This design comes from an exercise in tuning for small area and a short achievable clock period on the open sky130 flow, not from production work. The RTL was checked by simulation tests, not by an equivalence proof against the original design.

== lane 1 ==
// mdu_ctrl
module mdu_ctrl
(
    input  logic        clk,
    input  logic        reset,
    input  logic        start,
    input  logic [2:0]  op,
    input  logic        we,
    input  logic [31:0] in1,
    input  logic [31:0] in2,
    output logic        busy,
    output logic [31:0] hi,
    output logic [31:0] lo
);
    logic        busy_q;      
    logic        idle_q;      
    logic [3:0]  cnt_q;
    logic [31:0] hi_q, lo_q;
    logic        mul_q;       
    logic        sgn_q;       
    logic        sa_q;        
    logic        bp_q;        
    logic [31:0] a_q;         
    logic [36:0] x_q;         
    logic [31:0] d_q;         
    logic [32:0] m;
    logic        sb;
    logic        first, last;
    logic [35:0] x1, s1;      
    logic [36:2] x2, s2;      
    logic [38:1] x3, s3;      
    logic [40:0] x4, s4;      
    logic        one1, one2, one3, one4;
    logic        two1, two2, two3, two4;
    logic        dv1, dv2, dv3, dv4;
    logic        neg1, neg2, neg3, neg4;
    logic        g1, g2, g3, g4;    
  ...
For scale: roughly 1700 cells after synthesis, ~140 I/O pins, roughly 0.016 sq mm of cells after synthesis.
Settings: LEC_CHECK=0, ABC_AREA=1, CAP_MARGIN=20, CORE_MARGIN=2, CORE_UTILIZATION=40, CTS_CLUSTER_DIAMETER=150, CTS_CLUSTER_SIZE=40, SLEW_MARGIN=70; clock period 150.0 ns.
standard.sh (not shown) runs the stock make flow with config.mk's settings and CLKGATE_MAP_FILE= SYNTH_SCRIPT=/design/flow/synth_recipe.tcl, a recipe that flattens the netlist after the stock synthesis.
==> flow/flow/run.sh <==
#!/bin/bash
# Standard layout with two changes: the port buffers use the smallest plain
# buffer, and ABC's area script maps with &nf and leaves buffering to the
# placer. The ORFS scripts folder is mirrored with links, and only
# abc_area.script is replaced.
set -e
mkdir -p scripts
for f in "$FLOW_HOME"/scripts/*; do ln -sf "$f" scripts/; done
rm -f scripts/abc_area.script
cp flow/abc_area.script scripts/abc_area.script
export BUFFER_PORTS_ARGS="-buffer_cell sky130_fd_sc_hd__buf_1"
bash standard.sh SCRIPTS_DIR="$PWD/scripts" finish > standard.log 2>&1
==> flow/flow/abc_area.script <==
strash
&get -n
&dch
&nf -R 20
&put
topo
stime -c
upsize -c
dnsize -c
The flow did not stop early for lane 1: all stages ran, and the layout cleared the timing, design-rule and antenna checks.
[inputs] lane 2 vs lane 1
- removing CTS_CLUSTER_SIZE (formerly 40)
- removing CTS_CLUSTER_DIAMETER (formerly 150)
==> flow/flow/run.sh <==
#!/bin/bash
# Standard layout, but the port buffers use the smallest plain buffer.
set -e
export BUFFER_PORTS_ARGS="-buffer_cell sky130_fd_sc_hd__buf_1"
bash standard.sh > standard.log 2>&1
removed: flow/flow/abc_area.script
Notes after the runs:
- NOTE cell area reported after detailed placement lane 1->lane 2 increased by a few percent
- In the tables for lane 1 and lane 2, sequential share of layout area reads lower with lane 2.
- Run comparison: lane 2 dominant combinational cell family by area after synthesis simple AND/OR/NAND/NOR gates; lane 1 dominant combinational cell family by area after synthesis compound AO/OA/AOI/OAI gates
- As of lane 2, final routed wirelength across all metal layers had risen by a few percent compared to lane 1.
- Compared with lane 1, lane 2 shows final cell count that has gone up by more than 10%.
- Compared with lane 1, the detailed router inserted more vias in lane 2.
- Of lane 1 and lane 2, lane 2 shows the higher post-synth net total, with lane 1 below it.
- Relative to lane 1, the post-route cell area measured on lane 2 has increased by a few percent.
- Die height was higher in lane 2 than in lane 1.
diff inputs: lane 2 => lane 3
- changing SLEW_MARGIN from 70 to 42
==> flow/flow/run.sh <==
#!/bin/bash
# Standard layout with two changes: the port buffers use the smallest plain
# buffer, and ABC's area script maps with &nf and leaves buffering to the
# placer. The ORFS scripts folder is mirrored with links, and only
# abc_area.script is replaced.
set -e
mkdir -p scripts
for f in "$FLOW_HOME"/scripts/*; do ln -sf "$f" scripts/; done
rm -f scripts/abc_area.script
cp flow/abc_area.script scripts/abc_area.script
export BUFFER_PORTS_ARGS="-buffer_cell sky130_fd_sc_hd__buf_1"
bash standard.sh SCRIPTS_DIR="$PWD/scripts" finish > standard.log 2>&1
==> flow/flow/abc_area.script (new file) <==
strash
&get -n
&dch
&nf -R 20
&put
topo
stime -c
upsize -c
dnsize -c
[summary]
- Across lane 2 and lane 3, none had a timing, DRC or antenna violation.
- Diff lane 2 -> lane 3: clock-buffer cell count shows a reduction of 1; die area shows a reduction of 8.3%.
- Termination of the worst setup path = x_q[32]: lane 3; termination of the worst setup path = hi_q[30]: lane 2
- Delta (lane 3 minus lane 2): worst hold-check slack went down 0.023 ns, global-route usage went up 0.22 points.
Input changes introduced in lane 4 (baseline for comparison: lane 3):
- SLEW_MARGIN changed from 42 to 70
Results
The higher area added between synthesis and finish came out of lane 4. Going from lane 3 to lane 4, largest stage delay on the critical path went down 0.37 ns, headroom to the max-slew limit went up 23 points, post-route minimum period went down 0.94 ns. First-iteration DRC count ends up lower on lane 4. As far as count of buffers added by post-CTS timing repair for setup goes, lane 4 and lane 3 are indistinguishable; the numbers are identical. Delta (lane 4 minus lane 3): fraction of cell area in non-clock buffers grew by 2.4 points; worst hold slack -0.0034 ns.
For lane 5, these inputs were changed with respect to lane 4:
- CTS_CLUSTER_DIAMETER: unset -> 300
- CTS_CLUSTER_SIZE: unset -> 60
--- outcome ---
Every run (lane 4 and lane 5) finished clean.
As far as number of cells after detailed placement goes, lane 4 and lane 5 are indistinguishable; the numbers are identical.
Delta (lane 5 minus lane 4): actual slew at the worst max-slew pin saw little to no change; met1 layer usage reported by global route saw little to no change.
Utilization came out exactly the same in lane 4 and lane 5.
Re non-clock buffer area fraction after layout: no difference whatsoever between lane 5 and lane 4.
On maximum number of pins on one net before global-route repair, lane 5 tracks lane 4 almost exactly.
In terms of global-route wire length before repair, lane 5 and lane 4 differ only marginally.
Lane 4 and lane 5 ended up with roughly the same non-clock buffer count.

[afterwards: timing with drivers on the ports]
Ports are ideal in the flow. The routed layouts listed here were re-timed in OpenROAD.
Step 1, drivers: a clkbuf_16 drives clk and a buf_2 each remaining input, both assumed.
Step 2 times the ports against the registers' clock, not the clock port: input delays grow and output delays shrink by t, the midpoint of the rising clock arrivals with the driver on.
a / b / c = ideal ports / drivers / drivers and shift; a / b = the first two.
| run | t, ns | slack for setup (ns) | worst setup path after step 2 | clock arrival spread, ns | worst register clock-pin slew, ns |
|---|---|---|---|---|---|
| lane 1 | 0.528 | 118.957 / 118.900 / 118.543 | input to register | 0.019 / 0.020 | 0.09 / 0.09 |
| lane 2 | 0.548 | 118.292 / 118.326 / 117.778 | input to register | 0.015 / 0.014 | 0.08 / 0.08 |
| lane 3 | 0.527 | 118.019 / 118.019 / 118.019 | register to register | 0.013 / 0.014 | 0.08 / 0.08 |
| lane 4 | 0.528 | 118.957 / 118.900 / 118.543 | input to register | 0.019 / 0.020 | 0.09 / 0.09 |
| lane 5 | 0.528 | 118.957 / 118.900 / 118.543 | input to register | 0.019 / 0.020 | 0.09 / 0.09 |
After both steps setup and hold are still met in every run listed. For lane 2, which loses most, drivers alone change the setup slack by +0.034 ns; drivers and shift together by -0.514 ns.
